From an optimization exercise on the open Yosys and OpenROAD flow, aimed at small area; shortcuts taken in it are not production practice.
The RTL was checked by simulation tests, not by an equivalence proof against the original design.
Power and IR drop assume default switching activity.

run 1:
## running_mean_stddev
module running_mean_stddev #(
    parameter int MAX_COUNT   = 65536,
    parameter int FRAC_BITS   = 16
) (
    input  logic        aclk,
    input  logic        aresetn,
    input  logic        s_axis_tvalid,
    output logic        s_axis_tready,
    input  logic [15:0] s_axis_tdata,    
    input  logic        s_axis_tlast,
    output logic        m_axis_tvalid,
    input  logic        m_axis_tready,
    output logic [87:0] m_axis_tdata,    
    input  logic        psel,
    input  logic        penable,
    input  logic        pwrite,
    input  logic [1:0]  paddr,
    input  logic [31:0] pwdata,
    output logic [31:0] prdata,
    output logic        pready
);
Size: ~2,100 cells after synthesis, roughly 21,000 um2 of cells after synthesis.
export LEC_CHECK = 0
export CAP_MARGIN = 20
export CORE_MARGIN = 2
export CORE_UTILIZATION = 40
export SLEW_MARGIN = 20
create_clock -name core_clock -period 11.0 [get_ports {aclk}]
standard.sh (not shown) runs the stock make flow with config.mk's settings and CLKGATE_MAP_FILE= SYNTH_SCRIPT=/design/flow/synth_recipe.tcl, a recipe that flattens the netlist after the stock synthesis.
==> flow/flow/run.sh <==
#!/bin/bash
# The standard layout (standard.sh) with these changes:
#  - after the standard synthesis, flow/invopt.py removes inverters around the
#    full adders (a full adder is self-dual; registers and other cells stay);
#  - each port's buffer is the smallest buffer cell (every port still gets its
#    own buffer);
#  - the constant outputs share one tie cell per value (no tie fanout repair);
#  - clock tree synthesis inserts no dummy loads and uses clkbuf_8 with
#    clusters of at most 18 sinks.
# Logs here: synth_make.log, invopt.log, flow_make.log; each tool's full log
# is under orfs/logs/.
set -euo pipefail
RES="$PWD/orfs/results/$FLOW_PLATFORM/running_mean_stddev/base"
bash standard.sh "$RES/1_2_yosys.v" > synth_make.log 2>&1
cp "$RES/1_2_yosys.v" "$RES/1_2_yosys.std.v"
python3 flow/invopt.py "$RES/1_2_yosys.std.v" "$RES/1_2_yosys.opt.v" > invopt.log 2>&1
cp "$RES/1_2_yosys.opt.v" "$RES/1_2_yosys.v"
export SKIP_REPAIR_TIE_FANOUT=1
export BUFFER_PORTS_ARGS="-buffer_cell sky130_fd_sc_hd__buf_1"
export CTS_ARGS="-sink_clustering_enable -repair_clock_nets -dont_use_dummy_load -buf_list sky130_fd_sc_hd__clkbuf_8 -sink_clustering_size 18 -sink_clustering_max_diameter 60"
bash standard.sh finish > flow_make.log 2>&1
Other scripts of this flow, unchanged in this note and not shown: flow/flow/invopt.py
Run 1 went all the way through the flow, and no timing, DRC or antenna check failed.
The following lists how run 2 was set up differently from run 1:
diff --git a/flow/flow/run.sh b/flow/flow/run.sh
--- a/flow/flow/run.sh
+++ b/flow/flow/run.sh
@@ -1,3 +1,3 @@
 #!/bin/bash
-# The standard layout (standard.sh) with these changes:
+# The standard layout (standard.sh) with three changes:
 #  - after the standard synthesis, flow/invopt.py removes inverters around the
@@ -6,5 +6,3 @@
 #    own buffer);
-#  - the constant outputs share one tie cell per value (no tie fanout repair);
-#  - clock tree synthesis inserts no dummy loads and uses clkbuf_8 with
-#    clusters of at most 18 sinks.
+#  - clock tree synthesis inserts no dummy loads.
 # Logs here: synth_make.log, invopt.log, flow_make.log; each tool's full log
Notes after the runs:
From run 1 to run 2 the numbers moved as follows: total wire length after detailed routing level, clock buffer count in the final layout level, finished layout cell area level, number of nets in the layout level, total power level.
As far as fraction of the cycle the final worst path needs goes, run 2 and run 1 are indistinguishable; the numbers are identical.
In terms of number of filler cells placed in the layout, run 2 and run 1 differ only marginally.
What run 3 does differently from run 2 at the input level:
diff --git a/flow/flow/run.sh b/flow/flow/run.sh
--- a/flow/flow/run.sh
+++ b/flow/flow/run.sh
@@ -1,3 +1,3 @@
 #!/bin/bash
-# The standard layout (standard.sh) with three changes:
+# The standard layout (standard.sh) with these changes:
 #  - after the standard synthesis, flow/invopt.py removes inverters around the
@@ -6,3 +6,5 @@
 #    own buffer);
-#  - clock tree synthesis inserts no dummy loads.
+#  - the constant outputs share one tie cell per value (no tie fanout repair);
+#  - clock tree synthesis inserts no dummy loads and uses clkbuf_8 with
+#    clusters of at most 18 sinks.
 # Logs here: synth_make.log, invopt.log, flow_make.log; each tool's full log
@@ -17,3 +19,3 @@
 export BUFFER_PORTS_ARGS="-buffer_cell sky130_fd_sc_hd__buf_1"
-export CTS_ARGS="-sink_clustering_enable -repair_clock_nets -dont_use_dummy_load -buf_list sky130_fd_sc_hd__clkbuf_8 -sink_clustering_size 18 -sink_clustering_max_diameter 60"
+export CTS_ARGS="-sink_clustering_enable -repair_clock_nets -dont_use_dummy_load -buf_list sky130_fd_sc_hd__clkbuf_4 -sink_clustering_size 10 -sink_clustering_max_diameter 40"
 bash standard.sh finish > flow_make.log 2>&1
--- outcome ---
Run 3 vs. run 2: internal power went down; power did not really move; slew of the pin with the lowest slew margin went down. Between run 3 and run 2, the via count normalized by instance count figures differ only marginally. The clock buffer count in the final layout of run 3 is higher than that of run 2.
[inputs] run 4 vs run 3
==> flow/flow/run.sh <==
#!/bin/bash
# The standard layout (standard.sh) with three changes:
#  - after the standard synthesis, flow/invopt.py removes inverters around the
#    full adders (a full adder is self-dual; registers and other cells stay);
#  - each port's buffer is the smallest buffer cell (every port still gets its
#    own buffer);
#  - clock tree synthesis inserts no dummy loads.
# Logs here: synth_make.log, invopt.log, flow_make.log; each tool's full log
# is under orfs/logs/.
set -euo pipefail
RES="$PWD/orfs/results/$FLOW_PLATFORM/running_mean_stddev/base"
bash standard.sh "$RES/1_2_yosys.v" > synth_make.log 2>&1
cp "$RES/1_2_yosys.v" "$RES/1_2_yosys.std.v"
python3 flow/invopt.py "$RES/1_2_yosys.std.v" "$RES/1_2_yosys.opt.v" > invopt.log 2>&1
cp "$RES/1_2_yosys.opt.v" "$RES/1_2_yosys.v"
export REMOVE_ABC_BUFFERS=1
export RECOVER_POWER=100
export BUFFER_PORTS_ARGS="-buffer_cell sky130_fd_sc_hd__buf_1"
export CTS_ARGS="-sink_clustering_enable -repair_clock_nets -dont_use_dummy_load -buf_list sky130_fd_sc_hd__clkbuf_8 -sink_clustering_size 18 -sink_clustering_max_diameter 60"
bash standard.sh finish > flow_make.log 2>&1
### Flow results
- Status run 4: flow complete, layout not clean - max-capacitance violations, max-slew violations
- On worst hold margin: run 4 sits above run 3.
- On relative area of non-clock buffer cells in the final design, run 3 tracks run 4 almost exactly.
- Run 4 against run 3: worst setup margin now sits lower; clock-cell share of area held steady; peak fanout along the critical path fell by 22; summed area of non-filler cells in the final layout now larger.
- Going from run 3 to run 4, clock tree buffer count of the final layout down 48%, power lost about 0.56%, total internal power shows no meaningful change.
The inputs of run 5 differ from those of run 4 as listed below.
==> flow/flow/run.sh <==
#!/bin/bash
# The standard layout (standard.sh) with these changes:
#  - after the standard synthesis, flow/invopt.py removes inverters around the
#    full adders (a full adder is self-dual; registers and other cells stay);
#  - each port's buffer is the smallest buffer cell (every port still gets its
#    own buffer);
#  - the constant outputs share one tie cell per value (no tie fanout repair);
#  - clock tree synthesis inserts no dummy loads and uses clkbuf_8 with
#    clusters of at most 18 sinks.
# Logs here: synth_make.log, invopt.log, flow_make.log; each tool's full log
# is under orfs/logs/.
set -euo pipefail
RES="$PWD/orfs/results/$FLOW_PLATFORM/running_mean_stddev/base"
bash standard.sh "$RES/1_2_yosys.v" > synth_make.log 2>&1
cp "$RES/1_2_yosys.v" "$RES/1_2_yosys.std.v"
python3 flow/invopt.py "$RES/1_2_yosys.std.v" "$RES/1_2_yosys.opt.v" > invopt.log 2>&1
cp "$RES/1_2_yosys.opt.v" "$RES/1_2_yosys.v"
export SKIP_REPAIR_TIE_FANOUT=1
export BUFFER_PORTS_ARGS="-buffer_cell sky130_fd_sc_hd__buf_1"
export CTS_ARGS="-sink_clustering_enable -repair_clock_nets -dont_use_dummy_load -buf_list {sky130_fd_sc_hd__clkbuf_4 sky130_fd_sc_hd__clkbuf_8} -sink_clustering_size 14 -sink_clustering_max_diameter 50"
bash standard.sh finish > flow_make.log 2>&1
==> comparison <==
Run 5 vs run 4: share of power burned in combinational logic down
The final layout from run 5, which completed every stage, passed the timing, DRC and antenna checks at the end of the flow.
Between run 4 and run 5, the flow reports global placer's final weighted congestion decreasing slightly.
From run 5 to run 4, number of clock sinks seen by CTS did not move at all.
Detailed-route wire length per cell: run 5 > run 4
Run 5 vs run 4: met3 layer wire length in the routed design up by more than 10%

==> re-timing with driven ports <==
The flow's constraints put no driver on any port. The routed layouts listed below were extracted and timed again, unchanged, in two steps.
Step 1 assumes that a clkbuf_16 drives the clock port and a buf_2 every other input.
Step 2, shift: input delay + t, output delay - t, t = (earliest + latest rising clock arrival at the registers) / 2. This alone moves slack from input paths to output paths.
a / b / c = ideal ports / drivers / drivers and shift; a / b = the first two.
run | shift t [ns] | setup slack, ns | latest minus earliest clock arrival (ns) | slew at the worst register clock pin (ns)
run 1 | 0.686 | 0.352 / 0.382 / -0.304 | 0.113 / 0.113 | 0.11 / 0.11
run 2 | 0.686 | 0.352 / 0.382 / -0.304 | 0.113 / 0.113 | 0.11 / 0.11
run 3 | 0.843 | 0.432 / 0.432 / -0.359 | 0.129 / 0.129 | 0.11 / 0.11
run 4 | 0.676 | 0.337 / 0.368 / -0.308 | 0.067 / 0.066 | 0.11 / 0.11
run 5 | 0.634 | 0.281 / 0.312 / -0.322 | 0.118 / 0.118 | 0.09 / 0.09
The setup slack of run 3, which loses most, moves by 0.000 ns with the drivers and by -0.791 ns with both steps.
